This is an optimization exercise on Yosys and OpenROAD, whose aim is small area, not a production implementation.
Only simulation tests tie the RTL to the original design; equivalence was not proved.

==> flow/design.v (outline; a module is shown in full before it is edited, if it fits) <==
// module lrelu_config_ctrl: 31 lines
// module lrelu_coef_bank: 21 lines
// module lrelu_fa: 10 lines
// module lrelu_ha: 9 lines
// module lrelu_nand2: 7 lines
// module lrelu_a22oi: 9 lines
// module lrelu_xor2: 7 lines
// module lrelu_xnor2: 7 lines
// module lrelu_affine_stage: 1298 lines
// module lrelu_leaky_stage: 237 lines
// module lrelu_engine: 77 lines
module lrelu_engine (
  input  logic                                    clk,
  input  logic                                    rst,
  input  logic                                    clken,
  input  logic                                    s_valid,
  input  logic                                    s_last,
  input  logic [3:0]               s_user,
  input  logic [4*20-1:0]  s_data,
  input  logic                                    cfg_valid,
  input  logic [16-1:0]              cfg_data,
  output logic                                    m_valid,
  output logic                                    m_last,
  output logic [3:0]               m_user,
  output logic [4*8-1:0] m_data,
  output logic                                    count_config_full
);
  // ...
==> flow/flow/run.sh <==
#!/bin/bash
# Standard layout, except that synthesis maps the design's explicit cell
# modules (lrelu_fa, lrelu_ha, ...) straight onto the library cells and skips
# the extraction of further adder cells from the remaining logic, and the
# port buffers are the smallest buffer.
set -euo pipefail
WORK=$(pwd)
bash standard.sh SYNTH_CANONICALIZE_TCL="$WORK/flow/fa_map.tcl" ADDER_MAP_FILE= \
  "BUFFER_PORTS_ARGS=-buffer_cell sky130_fd_sc_hd__buf_1" finish > "$WORK/orfs_make.log" 2>&1
==> flow/flow/fa_map.tcl <==
# Map the design's explicit cell modules onto the library cells of the same
# function and port names.
foreach {m c} {lrelu_fa fa_1 lrelu_ha ha_1 lrelu_nand2 nand2_1 lrelu_a22oi a22oi_1
               lrelu_xor2 xor2_1 lrelu_xnor2 xnor2_1} {
  chtype -map $m sky130_fd_sc_hd__$c
}
hierarchy -top $::env(DESIGN_NAME)
==> flow/standard.sh <==
#!/bin/bash
# synth_recipe.tcl (not shown) runs the flow's synth.tcl, then flattens the netlist and writes it again
# the make line also repeats each setting of config.mk as NAME=value (left out here)
make -C /OpenROAD-flow-scripts/flow DESIGN_CONFIG=/design/flow/config.mk WORK_HOME=/design/flow/orfs CLKGATE_MAP_FILE= SYNTH_SCRIPT=/design/flow/synth_recipe.tcl "${@:-finish}"
==> flow/config.mk <==
export PLATFORM = sky130hd
export DESIGN_NAME = lrelu_engine
export DESIGN_NICKNAME = lrelu_engine
export VERILOG_FILES = /design/flow/design.v
export SDC_FILE = /design/flow/constraint.sdc
export NUM_CORES = 4
export LEC_CHECK = 0
export ABC_AREA = 1
export CAP_MARGIN = 20
export CORE_MARGIN = 2
export CORE_UTILIZATION = 65
export CTS_BUF_LIST = sky130_fd_sc_hd__clkbuf_16
export CTS_CLUSTER_DIAMETER = 100
export CTS_CLUSTER_SIZE = 25
export GPL_TIMING_DRIVEN = 0
export SLEW_MARGIN = 20
==> flow/constraint.sdc <==
create_clock -name core_clock -period 8.0 [get_ports {clk}]
set_input_delay 1.6000 -clock core_clock [delete_from_list [all_inputs] [get_ports {clk}]]
set_output_delay 1.6000 -clock core_clock [all_outputs]
set_load 0.01 [all_outputs]
==> results.cfg, run 1 <==
[layout]
multi_input_area_share_pct = 68.7
most_frequent_cells_in_the_layout = nand2_1, xor2_1, a22oi_1, fa_1, edfxtp_1
final_core_util_pct = 71.5
n_all_buffers = 263
multi_input_area_um2 = 35900

[clocking]
clock-sinks = 364
cts_tree = yes
postCtsResizedCells = 0

[global_route]
met1_usage_pct = 50.4
globalRouteMet2Util_pct = 56.2
grt.met3_usage_pct = 6.39
grt_antenna_before_repair = 8
grt_max_degree = 38

[logic_synthesis]
synth_top_area_share_pct = 26.3
synth_cell_type_count = 39
synthArstFlopShare_pct = 0
combinational_family_with_the_most_area_after_synthesis = adder cells

[worst_setup_path]
worst_path_most_repeated_cell = nand2_1

[timing]
timing.final.ws_setup_ns = 0.533
tightest_slew_ns = 1.23
grt_setup_unrepaired = false
timing_hold_violations_final = 0
max_slew_margin_pct = 18.1
final_period_minus_worst_setup_slack_ns = 7.47

[worst_hold_path]
hold-path-cell-count = 0

[status]
outcome = finished clean
==> module lrelu_leaky_stage, before the edit <==
module lrelu_leaky_stage (
  input  logic [19:0] p,
  input  logic        is_lrelu,
  input  logic [15:0] d,
  output logic [7:0]  out
);
  wire        neg = is_lrelu & p[19];
  wire [19:0] pp  = {~p[19], p[18:0]};
  wire [15:0] dd  = {~d[15], d[14:0]};
  wire s1, c1;
  lrelu_ha u1 (.A(pp[2]), .B(pp[0]), .COUT(c1), .SUM(s1));
  wire s2, c2;
  lrelu_fa u2 (.A(pp[3]), .B(pp[1]), .CIN(pp[0]), .COUT(c2), .SUM(s2));
  wire s3, c3;
  lrelu_fa u3 (.A(pp[4]), .B(pp[2]), .CIN(pp[1]), .COUT(c3), .SUM(s3));
  wire s4, c4;
  lrelu_fa u4 (.A(pp[5]), .B(pp[3]), .CIN(pp[2]), .COUT(c4), .SUM(s4));
  wire s5, c5;
  lrelu_fa u5 (.A(pp[6]), .B(pp[4]), .CIN(pp[3]), .COUT(c5), .SUM(s5));
  wire s6, c6;
  lrelu_fa u6 (.A(pp[7]), .B(pp[5]), .CIN(pp[4]), .COUT(c6), .SUM(s6));
  wire s7, c7;
  lrelu_fa u7 (.A(pp[8]), .B(pp[6]), .CIN(pp[5]), .COUT(c7), .SUM(s7));
  wire s8, c8;
  lrelu_fa u8 (.A(pp[9]), .B(pp[7]), .CIN(pp[6]), .COUT(c8), .SUM(s8));
  wire s9, c9;
  lrelu_fa u9 (.A(pp[10]), .B(pp[8]), .CIN(pp[7]), .COUT(c9), .SUM(s9));
  wire s10, c10;
  lrelu_fa u10 (.A(pp[11]), .B(pp[9]), .CIN(pp[8]), .COUT(c10), .SUM(s10));
  wire s11, c11;
  lrelu_fa u11 (.A(pp[12]), .B(pp[10]), .CIN(pp[9]), .COUT(c11), .SUM(s11));
  wire s12, c12;
  lrelu_fa u12 (.A(pp[13]), .B(pp[11]), .CIN(pp[10]), .COUT(c12), .SUM(s12));
  wire s13, c13;
  lrelu_fa u13 (.A(pp[14]), .B(pp[12]), .CIN(pp[11]), .COUT(c13), .SUM(s13));
  wire s14, c14;
  lrelu_fa u14 (.A(pp[15]), .B(pp[13]), .CIN(pp[12]), .COUT(c14), .SUM(s14));
  wire s15, c15;
  lrelu_fa u15 (.A(pp[16]), .B(pp[14]), .CIN(pp[13]), .COUT(c15), .SUM(s15));
  wire s16, c16;
  lrelu_fa u16 (.A(pp[17]), .B(pp[15]), .CIN(pp[14]), .COUT(c16), .SUM(s16));
  wire s17, c17;
  lrelu_fa u17 (.A(pp[18]), .B(pp[16]), .CIN(pp[15]), .COUT(c17), .SUM(s17));
  wire s18, c18;
  lrelu_fa u18 (.A(pp[19]), .B(pp[17]), .CIN(pp[16]), .COUT(c18), .SUM(s18));
  wire s19, c19;
  lrelu_ha u19 (.A(pp[18]), .B(pp[17]), .COUT(c19), .SUM(s19));
  wire s20, c20;
  lrelu_ha u20 (.A(pp[19]), .B(pp[18]), .COUT(c20), .SUM(s20));
  wire t21 = s2 & c1;
  wire t22 = (s3 & c2) | (t21 & (s3 | c2));
  wire t23 = (s4 & c3) | (t22 & (s4 | c3));
  wire t24 = (s5 & c4) | (t23 & (s5 | c4));
  wire t25 = neg ? s6 : p[0];
  wire t26 = neg ? s7 : p[1];
  wire t27 = neg ? s8 : p[2];
  wire t28 = neg ? s9 : p[3];
  wire t29 = neg ? s10 : p[4];
  wire t30 = neg ? s11 : p[5];
  wire t31 = neg ? s12 : p[6];
  wire t32 = neg ? s13 : p[7];
  wire t33 = neg ? s14 : p[8];
  wire t34 = neg ? s15 : p[9];
  wire t35 = neg ? s16 : p[10];
  wire t36 = neg ? s17 : p[11];
  wire t37 = neg ? s18 : p[12];
  wire t38 = neg ? s19 : p[13];
  wire t39 = neg ? s20 : p[14];
  wire t40 = neg ? pp[19] : p[15];
  wire t41 = ~neg & ~p[16];
  wire t42 = neg & c5;
  wire t43 = neg & c6;
  wire t44 = neg & c7;
  wire t45 = neg & c8;
  wire t46 = neg & c9;
  wire t47 = neg & c10;
  wire t48 = neg & c11;
  wire t49 = neg & c12;
  wire t50 = neg & c13;
  wire t51 = neg & c14;
  wire t52 = neg & c15;
  wire t53 = neg & c16;
  wire t54 = neg & c17;
  wire t55 = neg & c18;
  wire t56 = neg & c19;
  wire t57 = neg & c20;
  wire s58, c58;
  lrelu_fa u58 (.A(t25), .B(t42), .CIN(dd[0]), .COUT(c58), .SUM(s58));
  wire s59, c59;
  lrelu_fa u59 (.A(t26), .B(t43), .CIN(dd[1]), .COUT(c59), .SUM(s59));
  wire s60, c60;
  lrelu_fa u60 (.A(t27), .B(t44), .CIN(dd[2]), .COUT(c60), .SUM(s60));
  wire s61, c61;
  lrelu_fa u61 (.A(t28), .B(t45), .CIN(dd[3]), .COUT(c61), .SUM(s61));
  wire s62, c62;
  lrelu_fa u62 (.A(t29), .B(t46), .CIN(dd[4]), .COUT(c62), .SUM(s62));
  wire s63, c63;
  lrelu_fa u63 (.A(t30), .B(t47), .CIN(dd[5]), .COUT(c63), .SUM(s63));
  wire s64, c64;
  lrelu_fa u64 (.A(t31), .B(t48), .CIN(dd[6]), .COUT(c64), .SUM(s64));
  wire s65, c65;
  lrelu_fa u65 (.A(t32), .B(t49), .CIN(dd[7]), .COUT(c65), .SUM(s65));
  wire s66, c66;
  lrelu_fa u66 (.A(t33), .B(t50), .CIN(dd[8]), .COUT(c66), .SUM(s66));
  wire s67, c67;
  lrelu_fa u67 (.A(t34), .B(t51), .CIN(dd[9]), .COUT(c67), .SUM(s67));
  wire s68, c68;
  lrelu_fa u68 (.A(t35), .B(t52), .CIN(dd[10]), .COUT(c68), .SUM(s68));
  wire s69, c69;
  lrelu_fa u69 (.A(t36), .B(t53), .CIN(dd[11]), .COUT(c69), .SUM(s69));
  wire s70, c70;
  lrelu_fa u70 (.A(t37), .B(t54), .CIN(dd[12]), .COUT(c70), .SUM(s70));
  wire s71, c71;
  lrelu_fa u71 (.A(t38), .B(t55), .CIN(dd[13]), .COUT(c71), .SUM(s71));
  wire s72, c72;
  lrelu_fa u72 (.A(t39), .B(t56), .CIN(dd[14]), .COUT(c72), .SUM(s72));
  wire s73, c73;
  lrelu_fa u73 (.A(t40), .B(t57), .CIN(dd[15]), .COUT(c73), .SUM(s73));
  wire t74 = neg & t24;
  wire s75, c75;
  lrelu_ha u75 (.A(s59), .B(c58), .COUT(c75), .SUM(s75));
  wire s76, c76;
  lrelu_ha u76 (.A(s60), .B(c59), .COUT(c76), .SUM(s76));
  wire s77, c77;
  lrelu_ha u77 (.A(s61), .B(c60), .COUT(c77), .SUM(s77));
  wire s78, c78;
  lrelu_ha u78 (.A(s62), .B(c61), .COUT(c78), .SUM(s78));
  wire s79, c79;
  lrelu_ha u79 (.A(s63), .B(c62), .COUT(c79), .SUM(s79));
  wire s80, c80;
  lrelu_ha u80 (.A(s64), .B(c63), .COUT(c80), .SUM(s80));
  wire s81, c81;
  lrelu_ha u81 (.A(s65), .B(c64), .COUT(c81), .SUM(s81));
  wire s82, c82;
  lrelu_ha u82 (.A(s66), .B(c65), .COUT(c82), .SUM(s82));
  wire s83, c83;
  lrelu_ha u83 (.A(s67), .B(c66), .COUT(c83), .SUM(s83));
  wire s84, c84;
  lrelu_ha u84 (.A(s68), .B(c67), .COUT(c84), .SUM(s84));
  wire s85, c85;
  lrelu_ha u85 (.A(s69), .B(c68), .COUT(c85), .SUM(s85));
  wire s86, c86;
  lrelu_ha u86 (.A(s70), .B(c69), .COUT(c86), .SUM(s86));
  wire s87, c87;
  lrelu_ha u87 (.A(s71), .B(c70), .COUT(c87), .SUM(s87));
  wire s88, c88;
  lrelu_ha u88 (.A(s72), .B(c71), .COUT(c88), .SUM(s88));
  wire s89, c89;
  lrelu_ha u89 (.A(s73), .B(c72), .COUT(c89), .SUM(s89));
  wire s90, c90;
  lrelu_ha u90 (.A(t41), .B(c73), .COUT(c90), .SUM(s90));
  wire t91 = 1'b0 | (s58 & t74);
  wire t92 = c75 | (s75 & t91);
  wire t93 = s75 & s58;
  wire t94 = c77 | (s77 & c76);
  wire t95 = s77 & s76;
  wire t96 = c79 | (s79 & c78);
  wire t97 = s79 & s78;
  wire t98 = c81 | (s81 & c80);
  wire t99 = s81 & s80;
  wire t100 = c83 | (s83 & c82);
  wire t101 = s83 & s82;
  wire t102 = c85 | (s85 & c84);
  wire t103 = s85 & s84;
  wire t104 = c87 | (s87 & c86);
  wire t105 = s87 & s86;
  wire t106 = c89 | (s89 & c88);
  wire t107 = s89 & s88;
  wire t108 = 1'b0 | (1'b0 & c90);
  wire t109 = 1'b0 & s90;
  wire t110 = t94 | (t95 & t92);
  wire t111 = t95 & t93;
  wire t112 = t98 | (t99 & t96);
  wire t113 = t99 & t97;
  wire t114 = t102 | (t103 & t100);
  wire t115 = t103 & t101;
  wire t116 = t106 | (t107 & t104);
  wire t117 = t107 & t105;
  wire t118 = t112 | (t113 & t110);
  wire t119 = t113 & t111;
  wire t120 = t116 | (t117 & t114);
  wire t121 = t117 & t115;
  wire t122 = t120 | (t121 & t118);
  wire t123 = t121 & t119;
  wire t124 = t114 | (t115 & t118);
  wire t125 = t115 & t119;
  wire t126 = t96 | (t97 & t110);
  wire t127 = t97 & t111;
  wire t128 = t100 | (t101 & t118);
  wire t129 = t101 & t119;
  wire t130 = t104 | (t105 & t124);
  wire t131 = t105 & t125;
  wire t132 = t108 | (t109 & t122);
  wire t133 = t109 & t123;
  wire t134 = c76 | (s76 & t92);
  wire t135 = s76 & t93;
  wire t136 = c78 | (s78 & t110);
  wire t137 = s78 & t111;
  wire t138 = c80 | (s80 & t126);
  wire t139 = s80 & t127;
  wire t140 = c82 | (s82 & t118);
  wire t141 = s82 & t119;
  wire t142 = c84 | (s84 & t128);
  wire t143 = s84 & t129;
  wire t144 = c86 | (s86 & t124);
  wire t145 = s86 & t125;
  wire t146 = c88 | (s88 & t130);
  wire t147 = s88 & t131;
  wire t148 = c90 | (s90 & t122);
  wire t149 = s90 & t123;
  wire t150 = s58 ^ t74;
  wire t151 = s75 ^ t91;
  wire t152 = s76 ^ t92;
  wire t153 = s77 ^ t134;
  wire t154 = s78 ^ t110;
  wire t155 = s79 ^ t136;
  wire t156 = s80 ^ t126;
  wire t157 = s81 ^ t138;
  wire t158 = s82 ^ t118;
  wire t159 = s83 ^ t140;
  wire t160 = s84 ^ t128;
  wire t161 = s85 ^ t142;
  wire t162 = s86 ^ t124;
  wire t163 = s87 ^ t144;
  wire t164 = s88 ^ t130;
  wire t165 = s89 ^ t146;
  wire t166 = s90 ^ t122;
  wire t167 = 1'b0 ^ t148;
  wire [17:0] u = {t167, t166, t165, t164, t163, t162, t161, t160, t159, t158, t157, t156, t155, t154, t153, t152, t151, t150};
  wire [10:0] k   = neg ? 11'd672 : 11'd768;
  wire [10:0] uh  = u[17:7];
  wire        in  = (uh == k) || (uh == k - 11'd1);
  wire        pos = uh > k;
  wire        big = !neg && (p[19:16] != 4'h0) && (p[19:16] != 4'hf);
  assign out = big ? (p[19] ? 8'h80 : 8'h7f) :
               in  ? u[7:0] : (pos ? 8'h7f : 8'h80);
endmodule
==> module lrelu_engine, before the edit <==
module lrelu_engine (
  input  logic                                    clk,
  input  logic                                    rst,
  input  logic                                    clken,
  input  logic                                    s_valid,
  input  logic                                    s_last,
  input  logic [3:0]               s_user,
  input  logic [4*20-1:0]  s_data,
  input  logic                                    cfg_valid,
  input  logic [16-1:0]              cfg_data,
  output logic                                    m_valid,
  output logic                                    m_last,
  output logic [3:0]               m_user,
  output logic [4*8-1:0] m_data,
  output logic                                    count_config_full
);
  localparam int PW = 5 + 4*8;   
  localparam int LW = 20;                                 
  logic [8:0]                     cfg_sel;
  logic [9*16-1:0]   coef;
  logic [4*LW-1:0]     l_c, l_1;
  logic [16-1:0]     d_1;
  logic [4:0]                     side_1;
  logic [4*8-1:0] res;
  logic [2:0]    v_pipe;
  logic [PW-1:0] d_pipe [2];
  lrelu_config_ctrl ctrl_i (
    .clk               (clk),
    .rst               (rst),
    .clken             (clken),
    .cfg_valid         (cfg_valid),
    .cfg_sel           (cfg_sel),
    .count_config_full (count_config_full)
  );
  lrelu_coef_bank bank_i (
    .clk       (clk),
    .rst       (rst),
    .clken     (clken),
    .cfg_valid (cfg_valid),
    .cfg_sel   (cfg_sel),
    .cfg_data  (cfg_data),
    .coef      (coef)
  );
  for (genvar u = 0; u < 4; u++) begin : g_lane
    lrelu_affine_stage affine_i (
      .x   (s_data[u*20 +: 20]),
      .a   (coef[(1+u)*16 +: 16]),
      .nb  (coef[(5+u)*16 +: 16]),
      .p   (l_c[u*LW +: 20])
    );
    lrelu_leaky_stage leaky_i (
      .p        (l_1[u*LW +: 20]),
      .is_lrelu (side_1[3]),
      .d        (d_1),
      .out      (res[u*8 +: 8])
    );
  end
  always_ff @(posedge clk) begin
    if (rst) begin
      v_pipe  <= '0;
      m_valid <= 1'b0;
    end else if (clken) begin
      v_pipe  <= {v_pipe[1:0], s_valid};
      m_valid <= v_pipe[2];
    end
  end
  always_ff @(posedge clk) begin
    if (clken) begin
      l_1       <= l_c;
      d_1       <= coef[0 +: 16];
      side_1    <= {s_last, s_user};
      d_pipe[0] <= {side_1, res};
      d_pipe[1] <= d_pipe[0];
      {m_last, m_user, m_data} <= d_pipe[1];
    end
  end
endmodule
==> inputs of run 2 (changes only) <==
--- a/flow/design.v
+++ b/flow/design.v
@@ -98,17 +98,17 @@
   output logic Y
 );
   assign Y = ~(A ^ B);
 endmodule
 module lrelu_affine_stage (
   input  logic [19:0] x,
   input  logic [15:0] a,
   input  logic [15:0] nb,
-  output logic [19:0] p
+  output logic [19:0] np
 );
   wire t1 = a[0] ^ 1'b0;
   wire t2 = (a[1] & ~a[0] & ~1'b0) | (~a[1] & a[0] & 1'b0);
   wire g3;
   lrelu_nand2 u3 (.A(x[0]), .B(t1), .Y(g3));
   wire g4;
   lrelu_xor2 u4 (.A(g3), .B(a[1]), .X(g4));
   wire g5;
@@ -1299,44 +1299,44 @@
   wire t700 = c604 | (s604 & t666);
   wire t701 = s604 & t667;
   wire t702 = c606 | (s606 & t678);
   wire t703 = s606 & t679;
   wire t704 = c608 | (s608 & t662);
   wire t705 = s608 & t663;
   wire t706 = c610 | (s610 & t680);
   wire t707 = s610 & t681;
-  wire t708 = s584;
-  wire t709 = ~(t585 ^ t611);
-  wire t710 = ~(s586 ^ t612);
-  wire t711 = ~(s587 ^ t682);
-  wire t712 = ~(s588 ^ t640);
-  wire t713 = ~(s589 ^ t684);
-  wire t714 = ~(s590 ^ t670);
-  wire t715 = ~(s591 ^ t686);
-  wire t716 = ~(s592 ^ t654);
-  wire t717 = ~(s593 ^ t688);
-  wire t718 = ~(s594 ^ t672);
-  wire t719 = ~(s595 ^ t690);
-  wire t720 = ~(s596 ^ t664);
-  wire t721 = ~(s597 ^ t692);
-  wire t722 = ~(s598 ^ t674);
-  wire t723 = ~(s599 ^ t694);
-  wire t724 = ~(s600 ^ t660);
-  wire t725 = ~(s601 ^ t696);
-  wire t726 = ~(s602 ^ t676);
-  wire t727 = ~(s603 ^ t698);
-  wire t728 = ~(s604 ^ t666);
-  wire t729 = ~(s605 ^ t700);
-  wire t730 = ~(s606 ^ t678);
-  wire t731 = ~(s607 ^ t702);
-  wire t732 = ~(s608 ^ t662);
-  wire t733 = ~(s609 ^ t704);
-  wire t734 = ~(s610 ^ t680);
-  wire t735 = ~(t578 ^ t706);
+  wire t708 = ~s584;
+  wire t709 = t585 ^ t611;
+  wire t710 = s586 ^ t612;
+  wire t711 = s587 ^ t682;
+  wire t712 = s588 ^ t640;
+  wire t713 = s589 ^ t684;
+  wire t714 = s590 ^ t670;
+  wire t715 = s591 ^ t686;
+  wire t716 = s592 ^ t654;
+  wire t717 = s593 ^ t688;
+  wire t718 = s594 ^ t672;
+  wire t719 = s595 ^ t690;
+  wire t720 = s596 ^ t664;
+  wire t721 = s597 ^ t692;
+  wire t722 = s598 ^ t674;
+  wire t723 = s599 ^ t694;
+  wire t724 = s600 ^ t660;
+  wire t725 = s601 ^ t696;
+  wire t726 = s602 ^ t676;
+  wire t727 = s603 ^ t698;
+  wire t728 = s604 ^ t666;
+  wire t729 = s605 ^ t700;
+  wire t730 = s606 ^ t678;
+  wire t731 = s607 ^ t702;
+  wire t732 = s608 ^ t662;
+  wire t733 = s609 ^ t704;
+  wire t734 = s610 ^ t680;
+  wire t735 = t578 ^ t706;
   wire s736, c736;
   lrelu_ha u736 (.A(c548), .B(s549), .COUT(c736), .SUM(s736));
   wire s737, c737;
   lrelu_ha u737 (.A(c549), .B(s550), .COUT(c737), .SUM(s737));
   wire s738, c738;
   lrelu_ha u738 (.A(t560), .B(t579), .COUT(c738), .SUM(s738));
   wire s739, c739;
   lrelu_ha u739 (.A(t562), .B(t580), .COUT(c739), .SUM(s739));
@@ -1376,157 +1376,152 @@
   wire t768 = c739 | (s739 & t756);
   wire t769 = s739 & t757;
   wire t770 = c741 | (s741 & t762);
   wire t771 = s741 & t763;
   wire t772 = c743 | (s743 & t760);
   wire t773 = s743 & t761;
   wire t774 = 1'b0 | (1'b1 & t764);
   wire t775 = 1'b1 & t765;
-  wire t776 = s736;
-  wire t777 = ~(s737 ^ t745);
-  wire t778 = ~(t578 ^ t746);
-  wire t779 = ~(s738 ^ t766);
-  wire t780 = ~(s739 ^ t756);
-  wire t781 = ~(s740 ^ t768);
-  wire t782 = ~(s741 ^ t762);
-  wire t783 = ~(s742 ^ t770);
-  wire t784 = ~(s743 ^ t760);
-  wire t785 = ~(s744 ^ t772);
-  wire t786 = ~(1'b1 ^ t764);
-  wire [27:8] y = {t735, t734, t733, t732, t731, t730, t729, t728, t727, t726, t725, t724, t723, t722, t721, t720, t719, t718, t717, t716};
-  wire [35:25] e = {t786, t785, t784, t783, t782, t781, t780, t779, t778, t777, t776};
+  wire t776 = ~s736;
+  wire t777 = s737 ^ t745;
+  wire t778 = t578 ^ t746;
+  wire t779 = s738 ^ t766;
+  wire t780 = s739 ^ t756;
+  wire t781 = s740 ^ t768;
+  wire t782 = s741 ^ t762;
+  wire t783 = s742 ^ t770;
+  wire t784 = s743 ^ t760;
+  wire t785 = s744 ^ t772;
+  wire t786 = 1'b1 ^ t764;
+  wire [27:8] z = {t735, t734, t733, t732, t731, t730, t729, t728, t727, t726, t725, t724, t723, t722, t721, t720, t719, t718, t717, t716};   
+  wire [35:25] e = ~{t786, t785, t784, t783, t782, t781, t780, t779, t778, t777, t776};
   wire ovf = e[35] ? (e[34:27] != 8'hff) : (e[34:26] != 9'h000);
-  assign p = ovf ? {e[35], ~e[35], ~e[35], y[24:8]} : y[27:8];
+  assign np = ovf ? {~e[35], e[35], e[35], z[24:8]} : z[27:8];
 endmodule
 module lrelu_leaky_stage (
-  input  logic [19:0] p,
+  input  logic [19:0] np,
   input  logic        is_lrelu,
   input  logic [15:0] d,
   output logic [7:0]  out
 );
+  wire [19:0] p   = ~np;
   wire        neg = is_lrelu & p[19];
-  wire [19:0] pp  = {~p[19], p[18:0]};
+  wire [19:0] npp = {~np[19], np[18:0]};   
   wire [15:0] dd  = {~d[15], d[14:0]};
-  wire s1, c1;
-  lrelu_ha u1 (.A(pp[2]), .B(pp[0]), .COUT(c1), .SUM(s1));
-  wire s2, c2;
-  lrelu_fa u2 (.A(pp[3]), .B(pp[1]), .CIN(pp[0]), .COUT(c2), .SUM(s2));
+  wire t1 = ~(npp[2] ^ npp[0]);
+  wire t2 = npp[2] | npp[0];
   wire s3, c3;
-  lrelu_fa u3 (.A(pp[4]), .B(pp[2]), .CIN(pp[1]), .COUT(c3), .SUM(s3));
+  lrelu_fa u3 (.A(npp[3]), .B(npp[1]), .CIN(npp[0]), .COUT(c3), .SUM(s3));
   wire s4, c4;
-  lrelu_fa u4 (.A(pp[5]), .B(pp[3]), .CIN(pp[2]), .COUT(c4), .SUM(s4));
+  lrelu_fa u4 (.A(npp[4]), .B(npp[2]), .CIN(npp[1]), .COUT(c4), .SUM(s4));
   wire s5, c5;
-  lrelu_fa u5 (.A(pp[6]), .B(pp[4]), .CIN(pp[3]), .COUT(c5), .SUM(s5));
+  lrelu_fa u5 (.A(npp[5]), .B(npp[3]), .CIN(npp[2]), .COUT(c5), .SUM(s5));
   wire s6, c6;
-  lrelu_fa u6 (.A(pp[7]), .B(pp[5]), .CIN(pp[4]), .COUT(c6), .SUM(s6));
+  lrelu_fa u6 (.A(npp[6]), .B(npp[4]), .CIN(npp[3]), .COUT(c6), .SUM(s6));
   wire s7, c7;
-  lrelu_fa u7 (.A(pp[8]), .B(pp[6]), .CIN(pp[5]), .COUT(c7), .SUM(s7));
+  lrelu_fa u7 (.A(npp[7]), .B(npp[5]), .CIN(npp[4]), .COUT(c7), .SUM(s7));
   wire s8, c8;
-  lrelu_fa u8 (.A(pp[9]), .B(pp[7]), .CIN(pp[6]), .COUT(c8), .SUM(s8));
+  lrelu_fa u8 (.A(npp[8]), .B(npp[6]), .CIN(npp[5]), .COUT(c8), .SUM(s8));
   wire s9, c9;
-  lrelu_fa u9 (.A(pp[10]), .B(pp[8]), .CIN(pp[7]), .COUT(c9), .SUM(s9));
+  lrelu_fa u9 (.A(npp[9]), .B(npp[7]), .CIN(npp[6]), .COUT(c9), .SUM(s9));
   wire s10, c10;
-  lrelu_fa u10 (.A(pp[11]), .B(pp[9]), .CIN(pp[8]), .COUT(c10), .SUM(s10));
+  lrelu_fa u10 (.A(npp[10]), .B(npp[8]), .CIN(npp[7]), .COUT(c10), .SUM(s10));
   wire s11, c11;
-  lrelu_fa u11 (.A(pp[12]), .B(pp[10]), .CIN(pp[9]), .COUT(c11), .SUM(s11));
+  lrelu_fa u11 (.A(npp[11]), .B(npp[9]), .CIN(npp[8]), .COUT(c11), .SUM(s11));
   wire s12, c12;
-  lrelu_fa u12 (.A(pp[13]), .B(pp[11]), .CIN(pp[10]), .COUT(c12), .SUM(s12));
+  lrelu_fa u12 (.A(npp[12]), .B(npp[10]), .CIN(npp[9]), .COUT(c12), .SUM(s12));
   wire s13, c13;
-  lrelu_fa u13 (.A(pp[14]), .B(pp[12]), .CIN(pp[11]), .COUT(c13), .SUM(s13));
+  lrelu_fa u13 (.A(npp[13]), .B(npp[11]), .CIN(npp[10]), .COUT(c13), .SUM(s13));
   wire s14, c14;
-  lrelu_fa u14 (.A(pp[15]), .B(pp[13]), .CIN(pp[12]), .COUT(c14), .SUM(s14));
+  lrelu_fa u14 (.A(npp[14]), .B(npp[12]), .CIN(npp[11]), .COUT(c14), .SUM(s14));
   wire s15, c15;
-  lrelu_fa u15 (.A(pp[16]), .B(pp[14]), .CIN(pp[13]), .COUT(c15), .SUM(s15));
+  lrelu_fa u15 (.A(npp[15]), .B(npp[13]), .CIN(npp[12]), .COUT(c15), .SUM(s15));
   wire s16, c16;
-  lrelu_fa u16 (.A(pp[17]), .B(pp[15]), .CIN(pp[14]), .COUT(c16), .SUM(s16));
+  lrelu_fa u16 (.A(npp[16]), .B(npp[14]), .CIN(npp[13]), .COUT(c16), .SUM(s16));
   wire s17, c17;
-  lrelu_fa u17 (.A(pp[18]), .B(pp[16]), .CIN(pp[15]), .COUT(c17), .SUM(s17));
+  lrelu_fa u17 (.A(npp[17]), .B(npp[15]), .CIN(npp[14]), .COUT(c17), .SUM(s17));
   wire s18, c18;
-  lrelu_fa u18 (.A(pp[19]), .B(pp[17]), .CIN(pp[16]), .COUT(c18), .SUM(s18));
+  lrelu_fa u18 (.A(npp[18]), .B(npp[16]), .CIN(npp[15]), .COUT(c18), .SUM(s18));
   wire s19, c19;
-  lrelu_ha u19 (.A(pp[18]), .B(pp[17]), .COUT(c19), .SUM(s19));
-  wire s20, c20;
-  lrelu_ha u20 (.A(pp[19]), .B(pp[18]), .COUT(c20), .SUM(s20));
-  wire t21 = s2 & c1;
-  wire t22 = (s3 & c2) | (t21 & (s3 | c2));
-  wire t23 = (s4 & c3) | (t22 & (s4 | c3));
-  wire t24 = (s5 & c4) | (t23 & (s5 | c4));
-  wire t25 = neg ? s6 : p[0];
-  wire t26 = neg ? s7 : p[1];
-  wire t27 = neg ? s8 : p[2];
-  wire t28 = neg ? s9 : p[3];
-  wire t29 = neg ? s10 : p[4];
-  wire t30 = neg ? s11 : p[5];
-  wire t31 = neg ? s12 : p[6];
-  wire t32 = neg ? s13 : p[7];
-  wire t33 = neg ? s14 : p[8];
-  wire t34 = neg ? s15 : p[9];
-  wire t35 = neg ? s16 : p[10];
-  wire t36 = neg ? s17 : p[11];
-  wire t37 = neg ? s18 : p[12];
-  wire t38 = neg ? s19 : p[13];
-  wire t39 = neg ? s20 : p[14];
-  wire t40 = neg ? pp[19] : p[15];
-  wire t41 = ~neg & ~p[16];
-  wire t42 = neg & c5;
-  wire t43 = neg & c6;
-  wire t44 = neg & c7;
-  wire t45 = neg & c8;
-  wire t46 = neg & c9;
-  wire t47 = neg & c10;
-  wire t48 = neg & c11;
-  wire t49 = neg & c12;
-  wire t50 = neg & c13;
-  wire t51 = neg & c14;
-  wire t52 = neg & c15;
-  wire t53 = neg & c16;
-  wire t54 = neg & c17;
-  wire t55 = neg & c18;
-  wire t56 = neg & c19;
-  wire t57 = neg & c20;
-  wire s58, c58;
-  lrelu_fa u58 (.A(t25), .B(t42), .CIN(dd[0]), .COUT(c58), .SUM(s58));
-  wire s59, c59;
-  lrelu_fa u59 (.A(t26), .B(t43), .CIN(dd[1]), .COUT(c59), .SUM(s59));
-  wire s60, c60;
-  lrelu_fa u60 (.A(t27), .B(t44), .CIN(dd[2]), .COUT(c60), .SUM(s60));
+  lrelu_fa u19 (.A(npp[19]), .B(npp[17]), .CIN(npp[16]), .COUT(c19), .SUM(s19));
+  wire t20 = ~(npp[18] ^ npp[17]);
+  wire t21 = npp[18] | npp[17];
+  wire t22 = ~(npp[19] ^ npp[18]);
+  wire t23 = npp[19] | npp[18];
+  wire t24 = ~s3 & ~t2;
+  wire t25 = (~s4 & ~c3) | (t24 & (~s4 | ~c3));
+  wire t26 = (~s5 & ~c4) | (t25 & (~s5 | ~c4));
+  wire t27 = (~s6 & ~c5) | (t26 & (~s6 | ~c5));
+  wire t28 = neg ? ~s7 : ~np[0];
+  wire t29 = neg ? ~s8 : ~np[1];
+  wire t30 = neg ? ~s9 : ~np[2];
+  wire t31 = neg ? ~s10 : ~np[3];
+  wire t32 = neg ? ~s11 : ~np[4];
+  wire t33 = neg ? ~s12 : ~np[5];
+  wire t34 = neg ? ~s13 : ~np[6];
+  wire t35 = neg ? ~s14 : ~np[7];
+  wire t36 = neg ? ~s15 : ~np[8];
+  wire t37 = neg ? ~s16 : ~np[9];
+  wire t38 = neg ? ~s17 : ~np[10];
+  wire t39 = neg ? ~s18 : ~np[11];
+  wire t40 = neg ? ~s19 : ~np[12];
+  wire t41 = neg ? ~t20 : ~np[13];
+  wire t42 = neg ? ~t22 : ~np[14];
+  wire t43 = neg ? ~npp[19] : ~np[15];
+  wire t44 = ~neg & np[16];
+  wire t45 = neg & ~c6;
+  wire t46 = neg & ~c7;
+  wire t47 = neg & ~c8;
+  wire t48 = neg & ~c9;
+  wire t49 = neg & ~c10;
+  wire t50 = neg & ~c11;
+  wire t51 = neg & ~c12;
+  wire t52 = neg & ~c13;
+  wire t53 = neg & ~c14;
+  wire t54 = neg & ~c15;
+  wire t55 = neg & ~c16;
+  wire t56 = neg & ~c17;
+  wire t57 = neg & ~c18;
+  wire t58 = neg & ~c19;
+  wire t59 = neg & ~t21;
+  wire t60 = neg & ~t23;
   wire s61, c61;
-  lrelu_fa u61 (.A(t28), .B(t45), .CIN(dd[3]), .COUT(c61), .SUM(s61));
+  lrelu_fa u61 (.A(t28), .B(t45), .CIN(dd[0]), .COUT(c61), .SUM(s61));
   wire s62, c62;
-  lrelu_fa u62 (.A(t29), .B(t46), .CIN(dd[4]), .COUT(c62), .SUM(s62));
+  lrelu_fa u62 (.A(t29), .B(t46), .CIN(dd[1]), .COUT(c62), .SUM(s62));
   wire s63, c63;
-  lrelu_fa u63 (.A(t30), .B(t47), .CIN(dd[5]), .COUT(c63), .SUM(s63));
+  lrelu_fa u63 (.A(t30), .B(t47), .CIN(dd[2]), .COUT(c63), .SUM(s63));
   wire s64, c64;
-  lrelu_fa u64 (.A(t31), .B(t48), .CIN(dd[6]), .COUT(c64), .SUM(s64));
+  lrelu_fa u64 (.A(t31), .B(t48), .CIN(dd[3]), .COUT(c64), .SUM(s64));
   wire s65, c65;
-  lrelu_fa u65 (.A(t32), .B(t49), .CIN(dd[7]), .COUT(c65), .SUM(s65));
+  lrelu_fa u65 (.A(t32), .B(t49), .CIN(dd[4]), .COUT(c65), .SUM(s65));
   wire s66, c66;
-  lrelu_fa u66 (.A(t33), .B(t50), .CIN(dd[8]), .COUT(c66), .SUM(s66));
+  lrelu_fa u66 (.A(t33), .B(t50), .CIN(dd[5]), .COUT(c66), .SUM(s66));
   wire s67, c67;
-  lrelu_fa u67 (.A(t34), .B(t51), .CIN(dd[9]), .COUT(c67), .SUM(s67));
+  lrelu_fa u67 (.A(t34), .B(t51), .CIN(dd[6]), .COUT(c67), .SUM(s67));
   wire s68, c68;
-  lrelu_fa u68 (.A(t35), .B(t52), .CIN(dd[10]), .COUT(c68), .SUM(s68));
+  lrelu_fa u68 (.A(t35), .B(t52), .CIN(dd[7]), .COUT(c68), .SUM(s68));
   wire s69, c69;
-  lrelu_fa u69 (.A(t36), .B(t53), .CIN(dd[11]), .COUT(c69), .SUM(s69));
+  lrelu_fa u69 (.A(t36), .B(t53), .CIN(dd[8]), .COUT(c69), .SUM(s69));
   wire s70, c70;
-  lrelu_fa u70 (.A(t37), .B(t54), .CIN(dd[12]), .COUT(c70), .SUM(s70));
+  lrelu_fa u70 (.A(t37), .B(t54), .CIN(dd[9]), .COUT(c70), .SUM(s70));
   wire s71, c71;
-  lrelu_fa u71 (.A(t38), .B(t55), .CIN(dd[13]), .COUT(c71), .SUM(s71));
+  lrelu_fa u71 (.A(t38), .B(t55), .CIN(dd[10]), .COUT(c71), .SUM(s71));
   wire s72, c72;
-  lrelu_fa u72 (.A(t39), .B(t56), .CIN(dd[14]), .COUT(c72), .SUM(s72));
+  lrelu_fa u72 (.A(t39), .B(t56), .CIN(dd[11]), .COUT(c72), .SUM(s72));
   wire s73, c73;
-  lrelu_fa u73 (.A(t40), .B(t57), .CIN(dd[15]), .COUT(c73), .SUM(s73));
-  wire t74 = neg & t24;
+  lrelu_fa u73 (.A(t40), .B(t57), .CIN(dd[12]), .COUT(c73), .SUM(s73));
+  wire s74, c74;
+  lrelu_fa u74 (.A(t41), .B(t58), .CIN(dd[13]), .COUT(c74), .SUM(s74));
   wire s75, c75;
-  lrelu_ha u75 (.A(s59), .B(c58), .COUT(c75), .SUM(s75));
+  lrelu_fa u75 (.A(t42), .B(t59), .CIN(dd[14]), .COUT(c75), .SUM(s75));
   wire s76, c76;
-  lrelu_ha u76 (.A(s60), .B(c59), .COUT(c76), .SUM(s76));
-  wire s77, c77;
-  lrelu_ha u77 (.A(s61), .B(c60), .COUT(c77), .SUM(s77));
+  lrelu_fa u76 (.A(t43), .B(t60), .CIN(dd[15]), .COUT(c76), .SUM(s76));
+  wire t77 = neg & t27;
   wire s78, c78;
   lrelu_ha u78 (.A(s62), .B(c61), .COUT(c78), .SUM(s78));
   wire s79, c79;
   lrelu_ha u79 (.A(s63), .B(c62), .COUT(c79), .SUM(s79));
   wire s80, c80;
   lrelu_ha u80 (.A(s64), .B(c63), .COUT(c80), .SUM(s80));
   wire s81, c81;
   lrelu_ha u81 (.A(s65), .B(c64), .COUT(c81), .SUM(s81));
@@ -1542,95 +1537,101 @@
   lrelu_ha u86 (.A(s70), .B(c69), .COUT(c86), .SUM(s86));
   wire s87, c87;
   lrelu_ha u87 (.A(s71), .B(c70), .COUT(c87), .SUM(s87));
   wire s88, c88;
   lrelu_ha u88 (.A(s72), .B(c71), .COUT(c88), .SUM(s88));
   wire s89, c89;
   lrelu_ha u89 (.A(s73), .B(c72), .COUT(c89), .SUM(s89));
   wire s90, c90;
-  lrelu_ha u90 (.A(t41), .B(c73), .COUT(c90), .SUM(s90));
-  wire t91 = 1'b0 | (s58 & t74);
-  wire t92 = c75 | (s75 & t91);
-  wire t93 = s75 & s58;
-  wire t94 = c77 | (s77 & c76);
-  wire t95 = s77 & s76;
-  wire t96 = c79 | (s79 & c78);
-  wire t97 = s79 & s78;
-  wire t98 = c81 | (s81 & c80);
-  wire t99 = s81 & s80;
-  wire t100 = c83 | (s83 & c82);
-  wire t101 = s83 & s82;
-  wire t102 = c85 | (s85 & c84);
-  wire t103 = s85 & s84;
-  wire t104 = c87 | (s87 & c86);
-  wire t105 = s87 & s86;
-  wire t106 = c89 | (s89 & c88);
-  wire t107 = s89 & s88;
-  wire t108 = 1'b0 | (1'b0 & c90);
-  wire t109 = 1'b0 & s90;
-  wire t110 = t94 | (t95 & t92);
-  wire t111 = t95 & t93;
-  wire t112 = t98 | (t99 & t96);
-  wire t113 = t99 & t97;
-  wire t114 = t102 | (t103 & t100);
-  wire t115 = t103 & t101;
-  wire t116 = t106 | (t107 & t104);
-  wire t117 = t107 & t105;
-  wire t118 = t112 | (t113 & t110);
-  wire t119 = t113 & t111;
-  wire t120 = t116 | (t117 & t114);
-  wire t121 = t117 & t115;
-  wire t122 = t120 | (t121 & t118);
-  wire t123 = t121 & t119;
-  wire t124 = t114 | (t115 & t118);
-  wire t125 = t115 & t119;
-  wire t126 = t96 | (t97 & t110);
-  wire t127 = t97 & t111;
-  wire t128 = t100 | (t101 & t118);
-  wire t129 = t101 & t119;
-  wire t130 = t104 | (t105 & t124);
-  wire t131 = t105 & t125;
-  wire t132 = t108 | (t109 & t122);
-  wire t133 = t109 & t123;
-  wire t134 = c76 | (s76 & t92);
-  wire t135 = s76 & t93;
-  wire t136 = c78 | (s78 & t110);
-  wire t137 = s78 & t111;
-  wire t138 = c80 | (s80 & t126);
-  wire t139 = s80 & t127;
-  wire t140 = c82 | (s82 & t118);
-  wire t141 = s82 & t119;
-  wire t142 = c84 | (s84 & t128);
-  wire t143 = s84 & t129;
-  wire t144 = c86 | (s86 & t124);
-  wire t145 = s86 & t125;
-  wire t146 = c88 | (s88 & t130);
-  wire t147 = s88 & t131;
-  wire t148 = c90 | (s90 & t122);
-  wire t149 = s90 & t123;
-  wire t150 = s58 ^ t74;
-  wire t151 = s75 ^ t91;
-  wire t152 = s76 ^ t92;
-  wire t153 = s77 ^ t134;
-  wire t154 = s78 ^ t110;
-  wire t155 = s79 ^ t136;
-  wire t156 = s80 ^ t126;
-  wire t157 = s81 ^ t138;
-  wire t158 = s82 ^ t118;
-  wire t159 = s83 ^ t140;
-  wire t160 = s84 ^ t128;
-  wire t161 = s85 ^ t142;
-  wire t162 = s86 ^ t124;
-  wire t163 = s87 ^ t144;
-  wire t164 = s88 ^ t130;
-  wire t165 = s89 ^ t146;
-  wire t166 = s90 ^ t122;
-  wire t167 = 1'b0 ^ t148;
-  wire [17:0] u = {t167, t166, t165, t164, t163, t162, t161, t160, t159, t158, t157, t156, t155, t154, t153, t152, t151, t150};
+  lrelu_ha u90 (.A(s74), .B(c73), .COUT(c90), .SUM(s90));
+  wire s91, c91;
+  lrelu_ha u91 (.A(s75), .B(c74), .COUT(c91), .SUM(s91));
+  wire s92, c92;
+  lrelu_ha u92 (.A(s76), .B(c75), .COUT(c92), .SUM(s92));
+  wire s93, c93;
+  lrelu_ha u93 (.A(t44), .B(c76), .COUT(c93), .SUM(s93));
+  wire t94 = 1'b0 | (s61 & t77);
+  wire t95 = c78 | (s78 & t94);
+  wire t96 = s78 & s61;
+  wire t97 = c80 | (s80 & c79);
+  wire t98 = s80 & s79;
+  wire t99 = c82 | (s82 & c81);
+  wire t100 = s82 & s81;
+  wire t101 = c84 | (s84 & c83);
+  wire t102 = s84 & s83;
+  wire t103 = c86 | (s86 & c85);
+  wire t104 = s86 & s85;
+  wire t105 = c88 | (s88 & c87);
+  wire t106 = s88 & s87;
+  wire t107 = c90 | (s90 & c89);
+  wire t108 = s90 & s89;
+  wire t109 = c92 | (s92 & c91);
+  wire t110 = s92 & s91;
+  wire t111 = 1'b0 | (1'b0 & c93);
+  wire t112 = 1'b0 & s93;
+  wire t113 = t97 | (t98 & t95);
+  wire t114 = t98 & t96;
+  wire t115 = t101 | (t102 & t99);
+  wire t116 = t102 & t100;
+  wire t117 = t105 | (t106 & t103);
+  wire t118 = t106 & t104;
+  wire t119 = t109 | (t110 & t107);
+  wire t120 = t110 & t108;
+  wire t121 = t115 | (t116 & t113);
+  wire t122 = t116 & t114;
+  wire t123 = t119 | (t120 & t117);
+  wire t124 = t120 & t118;
+  wire t125 = t123 | (t124 & t121);
+  wire t126 = t124 & t122;
+  wire t127 = t117 | (t118 & t121);
+  wire t128 = t118 & t122;
+  wire t129 = t99 | (t100 & t113);
+  wire t130 = t100 & t114;
+  wire t131 = t103 | (t104 & t121);
+  wire t132 = t104 & t122;
+  wire t133 = t107 | (t108 & t127);
+  wire t134 = t108 & t128;
+  wire t135 = t111 | (t112 & t125);
+  wire t136 = t112 & t126;
+  wire t137 = c79 | (s79 & t95);
+  wire t138 = s79 & t96;
+  wire t139 = c81 | (s81 & t113);
+  wire t140 = s81 & t114;
+  wire t141 = c83 | (s83 & t129);
+  wire t142 = s83 & t130;
+  wire t143 = c85 | (s85 & t121);
+  wire t144 = s85 & t122;
+  wire t145 = c87 | (s87 & t131);
+  wire t146 = s87 & t132;
+  wire t147 = c89 | (s89 & t127);
+  wire t148 = s89 & t128;
+  wire t149 = c91 | (s91 & t133);
+  wire t150 = s91 & t134;
+  wire t151 = c93 | (s93 & t125);
+  wire t152 = s93 & t126;
+  wire t153 = s61 ^ t77;
+  wire t154 = s78 ^ t94;
+  wire t155 = s79 ^ t95;
+  wire t156 = s80 ^ t137;
+  wire t157 = s81 ^ t113;
+  wire t158 = s82 ^ t139;
+  wire t159 = s83 ^ t129;
+  wire t160 = s84 ^ t141;
+  wire t161 = s85 ^ t121;
+  wire t162 = s86 ^ t143;
+  wire t163 = s87 ^ t131;
+  wire t164 = s88 ^ t145;
+  wire t165 = s89 ^ t127;
+  wire t166 = s90 ^ t147;
+  wire t167 = s91 ^ t133;
+  wire t168 = s92 ^ t149;
+  wire t169 = s93 ^ t125;
+  wire t170 = 1'b0 ^ t151;
+  wire [17:0] u = {t170, t169, t168, t167, t166, t165, t164, t163, t162, t161, t160, t159, t158, t157, t156, t155, t154, t153};
   wire [10:0] k   = neg ? 11'd672 : 11'd768;
   wire [10:0] uh  = u[17:7];
   wire        in  = (uh == k) || (uh == k - 11'd1);
   wire        pos = uh > k;
   wire        big = !neg && (p[19:16] != 4'h0) && (p[19:16] != 4'hf);
   assign out = big ? (p[19] ? 8'h80 : 8'h7f) :
                in  ? u[7:0] : (pos ? 8'h7f : 8'h80);
 endmodule
@@ -1677,20 +1678,20 @@
     .cfg_data  (cfg_data),
     .coef      (coef)
   );
   for (genvar u = 0; u < 4; u++) begin : g_lane
     lrelu_affine_stage affine_i (
       .x   (s_data[u*20 +: 20]),
       .a   (coef[(1+u)*16 +: 16]),
       .nb  (coef[(5+u)*16 +: 16]),
-      .p   (l_c[u*LW +: 20])
+      .np  (l_c[u*LW +: 20])
     );
     lrelu_leaky_stage leaky_i (
-      .p        (l_1[u*LW +: 20]),
+      .np       (l_1[u*LW +: 20]),
       .is_lrelu (side_1[3]),
       .d        (d_1),
       .out      (res[u*8 +: 8])
     );
   end
   always_ff @(posedge clk) begin
     if (rst) begin
       v_pipe  <= '0;
==> flow/config.mk (replaced) <==
export PLATFORM = sky130hd
export DESIGN_NAME = lrelu_engine
export DESIGN_NICKNAME = lrelu_engine
export VERILOG_FILES = /design/flow/design.v
export SDC_FILE = /design/flow/constraint.sdc
export NUM_CORES = 4
export LEC_CHECK = 0
export ABC_AREA = 1
export CAP_MARGIN = 20
export CORE_MARGIN = 2
export CORE_UTILIZATION = 70
export CTS_BUF_LIST = sky130_fd_sc_hd__clkbuf_16
export CTS_CLUSTER_DIAMETER = 100
export CTS_CLUSTER_SIZE = 25
export GPL_TIMING_DRIVEN = 0
export PLACE_DENSITY = 0.85
export SLEW_MARGIN = 20
==> results.cfg, run 2 <==
[logic_synthesis]
synth_top_area_cell = fa_1
post_synth_main_area_contributors = fa_1, edfxtp_1, xor2_1, a22oi_1, nand2_1
synthesis.instances = 4736
yosys_register_bits = 364
netlist_top_cells_count = nand2_1, xor2_1, a22oi_1, fa_1, edfxtp_1
synth-edff-count = 356
synth_cell_type_count = 51
yosysMostFrequentCell = nand2_1
synth_sequential_area_ratio_pct = 22.8
synth.cell_area_um2 = 47600
count_of_warnings_emitted_by_yosys = 4
synth_top_area_share_pct = 26.4
synth-main-ff-cell = edfxtp_1
synthArstFlopShare_pct = 0
synthesis.area_per_instance_um2 = 10.0

[clocking]
post_cts_setup_repair_bufs = 0
numCtsBuffers = 22
clockBufferDepth = 3
cts_root_buf = clkbuf_16
postCtsResizedCells = 0
ctsHoldBuffers = 0
worstSkewPairLatency_ns = 0.58
cts.clk_slew.worst_paths_ns = 0.09
cts_tree = yes
htreeDepth = 1
clock-sinks = 364

[timing]
tightest_slew_ns = 1.15
timing_hold_violations_final = 0
maxClockFrequency_mhz = 134
grt_setup_unrepaired = false
period_share_pct = 93.5
timing.final.ws_setup_ns = 0.517
max_slew_margin_pct = 23.0
final_period_minus_worst_setup_slack_ns = 7.48
finalHoldWorstSlack_ns = 0.417
report.final.slew_viol_count = 0
fin_skew_ns = 0.0431
finish_stage_setup_viols = 0

[worst_setup_path]
crit_path_max_incr_delay_ns = 0.78
critical_path_peak_fanout = 24
startpoint_type = input port
crit-reg2reg-capture = l_1[59]
worst_setup_path_end_kind = register
timing_worst_setup_path_type = in -> reg
ff2ff_setup_slack_ns = 0.61
r2r_start = bank_i.coef[59]
rr_worst_depth = 32
slowest_stage = buf_1
cp.arrival_ns = 7.88
crit_required_ns = 8.40
worst_path_most_repeated_cell = nand2_1

[layout]
most_frequent_cells_in_the_layout = nand2_1, xor2_1, a22oi_1, fa_1, edfxtp_1
fillers = 4437
layout_top_registers = bank_i.coef: 144 flops, l_1: 80 flops, d_pipe: 74 flops
commonest_non_fill_non_tap_cell_in_the_layout = nand2_1
synthToLayoutAreaGrowth_pct = 8.62
register_containing_the_most_flip_flops_in_the_final_layout = bank_i.coef
drive_gt1_share_pct = 8.29
largest_register_ff_count = 144
final_net_count = 5966

[route]
first_iter_violations = 5261
drt.antenna.violating_nets = 0
detailroute.via_count = 38671
routed_wire_length_per_instance_um = 22.5
routed_wl_mm = 133
drt_drc_violations_left = 0
drtPass1Iterations = 7
route.detailed.vias_per_inst = 6.56

[global_route]
grt_overflow_total = 0
grt_max_degree = 34
first_global_vias = 39037
grt_first_pass_wirelength_mm = 211
grt_antenna_before_repair = 6
grt_util_all_layers_pct = 38.3

[worst_hold_path]
hold-path-cell-count = 0
timing.hold.worst.start = d_pipe[1][19]
holdCritPathClass = reg -> reg
whs_endpoint = m_data[19]

[place]
pre_cts_ws_ns = 0.0648
place_hpwl_mm = 101
numPortBuffers = 144
place.gp.congestion = 0.955

[die]
die-area_um2 = 70100
height_of_the_die_um = 265
coreArea_um2 = 67300
floorplan.initialDensity_pct = 70.7
floorplan.io_pins = 145
floorplan.rows = 95
die-width_um = 265

[job]
max-cap-violations = 0

[status]
outcome = finished clean
[run 2: cell count changes after synthesis, sizes merged, moves of 9 or more]
| cell | delta |
|---|---|
| nand2 | -105 |
| mux2i | +52 |
| inv | -45 |
| a21o | -17 |
| ha | -12 |
| nand3 | -12 |
| a21oi | +10 |
| clkbuf | -9 |
| nand4 | -9 |
| xnor2 | -9 |
[run 2: cell type report]
cell class / instances / area (um^2) / share of cell area, %
diodes: 1 / 2.50 / 0.00484
plain buffers: 18 / 68.8 / 0.133
clock buffers: 23 / 576 / 1.11
clock inverters: 14 / 166 / 0.322
inverters: 292 / 1100 / 2.12
multi-input cells: 4065 / 35800 / 69.3
flip-flops and latches: 364 / 10900 / 21.0
well taps: 873 / 1090 / 2.11
repair buffers: 241 / 2030 / 3.92
[run 2: critical path: cells and delay by family]
family / cells / cell delay, ns
adders and majority gates: 5 / 2.20
and+or+nand+nor: 18 / 1.76
AOI/OAI and AO/OA: 4 / 1.13
buffers and inverters: 3 / 0.98
xor gates and xnor gates: 1 / 0.22
[run 2: metrics by stage]
stage	util (%)	instances	setup TNS [ns]	instance area (um^2)
2_1_floorplan	-	4739	0	47600
3_3_place_gp	73.2	5756	-1380.34	49200
3_5_place_dp	75.6	5852	0	50900
4_1_cts	76.8	5889	0	51600
5_1_grt	76.8	5890	0	51700
6_report	76.8	5891	0	51700
[run 2: cells by family after synthesis]
logic type                 synth area share [%]
and+or+nand+nor                            13.3
AOI/OAI and AO/OA                          13.1
adders and majority gates                  32.4
xor gates and xnor gates                   14.6
DFF                                        22.8
buffers and inverters                      2.45
muxes                                      1.28
other                                   0.00788
[run 2: how the worst max path moves through the flow]
stage               slack [ns]       startpoint  depth (start not counted)               end
floorplan                 1.19  bank_i.coef[67]                         30           l_1[79]
global placement         -6.71            clken                          5  bank_i.coef[110]
detailed placement        0.06       s_data[59]                         30           l_1[59]
CTS                       0.65       s_data[59]                         30           l_1[59]
global route              0.09       s_data[59]                         31           l_1[59]
finish                    0.52       s_data[59]                         31           l_1[59]
[run 2: metal layers]
metal | global-route usage [%] | part of all wire, % | up-vias
li1 | - | - | 16963
met1 | 50.6 | 37 | 18557
met2 | 60.4 | 45 | 2558
met3 | 8.95 | 12 | 581
met4 | 18.5 | 6.1 | 12
met5 | 0 | 0.063 | -
==> inputs of run 3 (changes only) <==
--- a/flow/config.mk
+++ b/flow/config.mk
@@ -14,4 +14,3 @@
 export CTS_CLUSTER_SIZE = 25
 export GPL_TIMING_DRIVEN = 0
-export PLACE_DENSITY = 0.85
 export SLEW_MARGIN = 20
==> results.cfg, run 3 <==
[layout]
most_frequent_cells_in_the_layout = nand2_1, xor2_1, a22oi_1, fa_1, edfxtp_1
final_cells = 5895
final_core_util_pct = 76.9
drive_gt1_share_pct = 8.47
commonest_non_fill_non_tap_cell_in_the_layout = nand2_1
largest_register_ff_count = 144
final_net_count = 5976
synthToLayoutAreaGrowth_pct = 8.75
register_containing_the_most_flip_flops_in_the_final_layout = bank_i.coef
layout_top_registers = bank_i.coef: 144 flops, l_1: 80 flops, d_pipe: 74 flops

[logic_synthesis]
post_synth_main_area_contributors = fa_1, edfxtp_1, xor2_1, a22oi_1, nand2_1
yosysMostFrequentCell = nand2_1
synthesis.instances = 4736
synth_sequential_area_ratio_pct = 22.8
synth.cell_area_um2 = 47600
synth_top_area_share_pct = 26.4
yosys_register_bits = 364
synth_top_area_cell = fa_1
count_of_warnings_emitted_by_yosys = 4
synth_cell_type_count = 51
synthArstFlopShare_pct = 0
netlist_top_cells_count = nand2_1, xor2_1, a22oi_1, fa_1, edfxtp_1
synthesis.area_per_instance_um2 = 10.0
synth-main-ff-cell = edfxtp_1
synth-edff-count = 356

[die]
die-width_um = 265
floorplan.rows = 95
coreArea_um2 = 67300
die-area_um2 = 70100
floorplan.io_pins = 145
floorplan.initialDensity_pct = 70.7
height_of_the_die_um = 265

[route]
first_iter_violations = 4547
route.detailed.vias_per_inst = 6.40
detailroute.via_count = 37713
routed_wl_mm = 130
drt_drc_violations_left = 0
routed_wire_length_per_instance_um = 22.0
drtPass1Iterations = 9
drt.antenna.violating_nets = 0

[worst_setup_path]
crit_path_start = s_data[56]
rr_worst_depth = 31
slowest_stage = clkdlybuf4s15_1
critical_path_peak_fanout = 16
worst_path_most_repeated_cell = nand2_1
crit_path_max_incr_delay_ns = 0.67
startpoint_type = input port
worst_setup_path_end_kind = register
r2r_start = bank_i.coef[49]
crit-reg2reg-capture = l_1[57]
timing_worst_setup_path_type = in -> reg
ff2ff_setup_slack_ns = 0.59
crit_required_ns = 8.28
crit_end = l_1[57]
cp.arrival_ns = 7.75

[place]
post-place-cells = 5855
pre_cts_ws_ns = -0.207
numPortBuffers = 144
place_hpwl_mm = 98.9
place.gp.congestion = 0.926

[global_route]
grt_first_pass_wirelength_mm = 208
grt_max_degree = 38
grt_util_all_layers_pct = 37.7
grt_antenna_before_repair = 3
first_global_vias = 37905
grt_overflow_total = 0

[timing]
report.final.slew_viol_count = 0
maxClockFrequency_mhz = 134
timing.final.ws_setup_ns = 0.530
max_slew_margin_pct = 20.3
finalHoldWorstSlack_ns = 0.412
final_period_minus_worst_setup_slack_ns = 7.47
finish_stage_setup_viols = 0
fin_skew_ns = 0.0435
tightest_slew_ns = 1.20
grt_setup_unrepaired = false
period_share_pct = 93.4
timing_hold_violations_final = 0

[status]
outcome = finished clean

[job]
max-cap-violations = 0

[clocking]
cts_tree = yes
ctsHoldBuffers = 0
clockBufferDepth = 3
htreeDepth = 1
cts.clk_slew.worst_paths_ns = 0.10
worstSkewPairLatency_ns = 0.57
numCtsBuffers = 21
clock-sinks = 364
cts_root_buf = clkbuf_16

[worst_hold_path]
holdCritPathClass = reg -> reg
[run 3: cell count changes in the layout (fill, tap and decap cells not counted), moves of 3 or more]
cell	previous run	this run
nor2_4	0	3
buf_8	41	52
buf_16	12	9
inv_1	289	286
buf_1	148	145
nor2_2	36	33
buf_6	39	35
buf_4	0	6
[run 3: how the worst min path moves through the flow]
stage                         from  endpoint  slack, ns  cells after the start
floorplan           bank_i.coef[0]    d_1[0]       0.40                      0
global placement    bank_i.coef[2]    d_1[2]       0.40                      0
detailed placement  bank_i.coef[7]    d_1[7]       0.40                      0
CTS                 bank_i.coef[5]    d_1[5]       0.41                      0
global route        bank_i.coef[5]    d_1[5]       0.42                      0
finish              bank_i.coef[5]    d_1[5]       0.41                      0
[run 3: final cells by class]
class | count | area (um^2)
antenna | 2 | 5.00
buffer | 18 | 68.8
clock buffer | 21 | 526
clock inverter | 8 | 139
fill | 4657 | 15500
inverter | 292 | 1100
multi-input combinational | 4065 | 35800
sequential | 364 | 10900
tap | 873 | 1090
timing repair buffer | 252 | 2140
[run 3: per-stage QoR]
stage | TNS [ns] | area (um^2)
finish | 0 | 51700
detailed placement | -0.581 | 50900
CTS | 0 | 51600
floorplan | 0 | 47600
global placement | -1310.41 | 49200
global route | 0 | 51700
[run 3: critical path, delay by kind of cell]
kind / cells / cell delay [ns]
AO/OA/AOI/OAI: 4 / 1.30
buffers and inverters: 2 / 0.79
XOR/XNOR: 1 / 0.22
AND/OR/NAND/NOR: 17 / 1.66
adder cells (fa/ha/maj): 5 / 2.16
[run 3: layer usage]
layer,up-vias,part of all wire (%),routed length (um),track usage [%]
li1,16949,-,-,-
met1,18155,39,51000,52.0
met2,2221,45,58900,59.4
met3,386,11,14200,8.00
met4,2,4.4,5760,14.0
met5,-,0.042,54,0
[run 3: repair_timing]
action                                  in CTS  in global routing
resized for setup                            0                  8
setup buffers                                0                  7
endpoints found under the setup margin       0                  4
[run 3: kinds of logic after synthesis]
kind of cell / synth area share (%)
AO/OA/AOI/OAI: 13.1
XOR/XNOR: 14.6
adder cells (fa/ha/maj): 32.4
buffers and inverters: 2.45
flip-flops: 22.8
multiplexers: 1.28
other: 0.00788
AND/OR/NAND/NOR: 13.3

[what the ideal ports hide]
In the flow no input, the clock included, has a driving cell. The finished layouts below were timed again as built, in two steps.
Step 1: set_driving_cell puts a clkbuf_16 on clk and a buf_2 on each other input, an assumption about the parent block.
Step 2, shift: input delay + t, output delay - t, t = (earliest + latest rising clock arrival at the registers) / 2. This alone moves slack from input paths to output paths.
Three values: no drivers, after step 1, after step 2; two values: the first two.
| run | shift t [ns] | setup WS [ns] | worst setup path after step 2 | slew at the worst register clock pin (ns) |
|---|---|---|---|---|
| run 1 | 0.674 | 0.533 / 0.574 / -0.101 | input to register | 0.11 / 0.11 |
| run 2 | 0.626 | 0.517 / 0.553 / -0.073 | input to register | 0.11 / 0.11 |
| run 3 | 0.621 | 0.530 / 0.580 / -0.041 | input to register | 0.10 / 0.10 |
With both steps, setup timing fails in every run listed, where it was met with ideal ports. The setup slack of run 1, which loses most, moves by +0.041 ns with the drivers and by -0.634 ns with both steps.
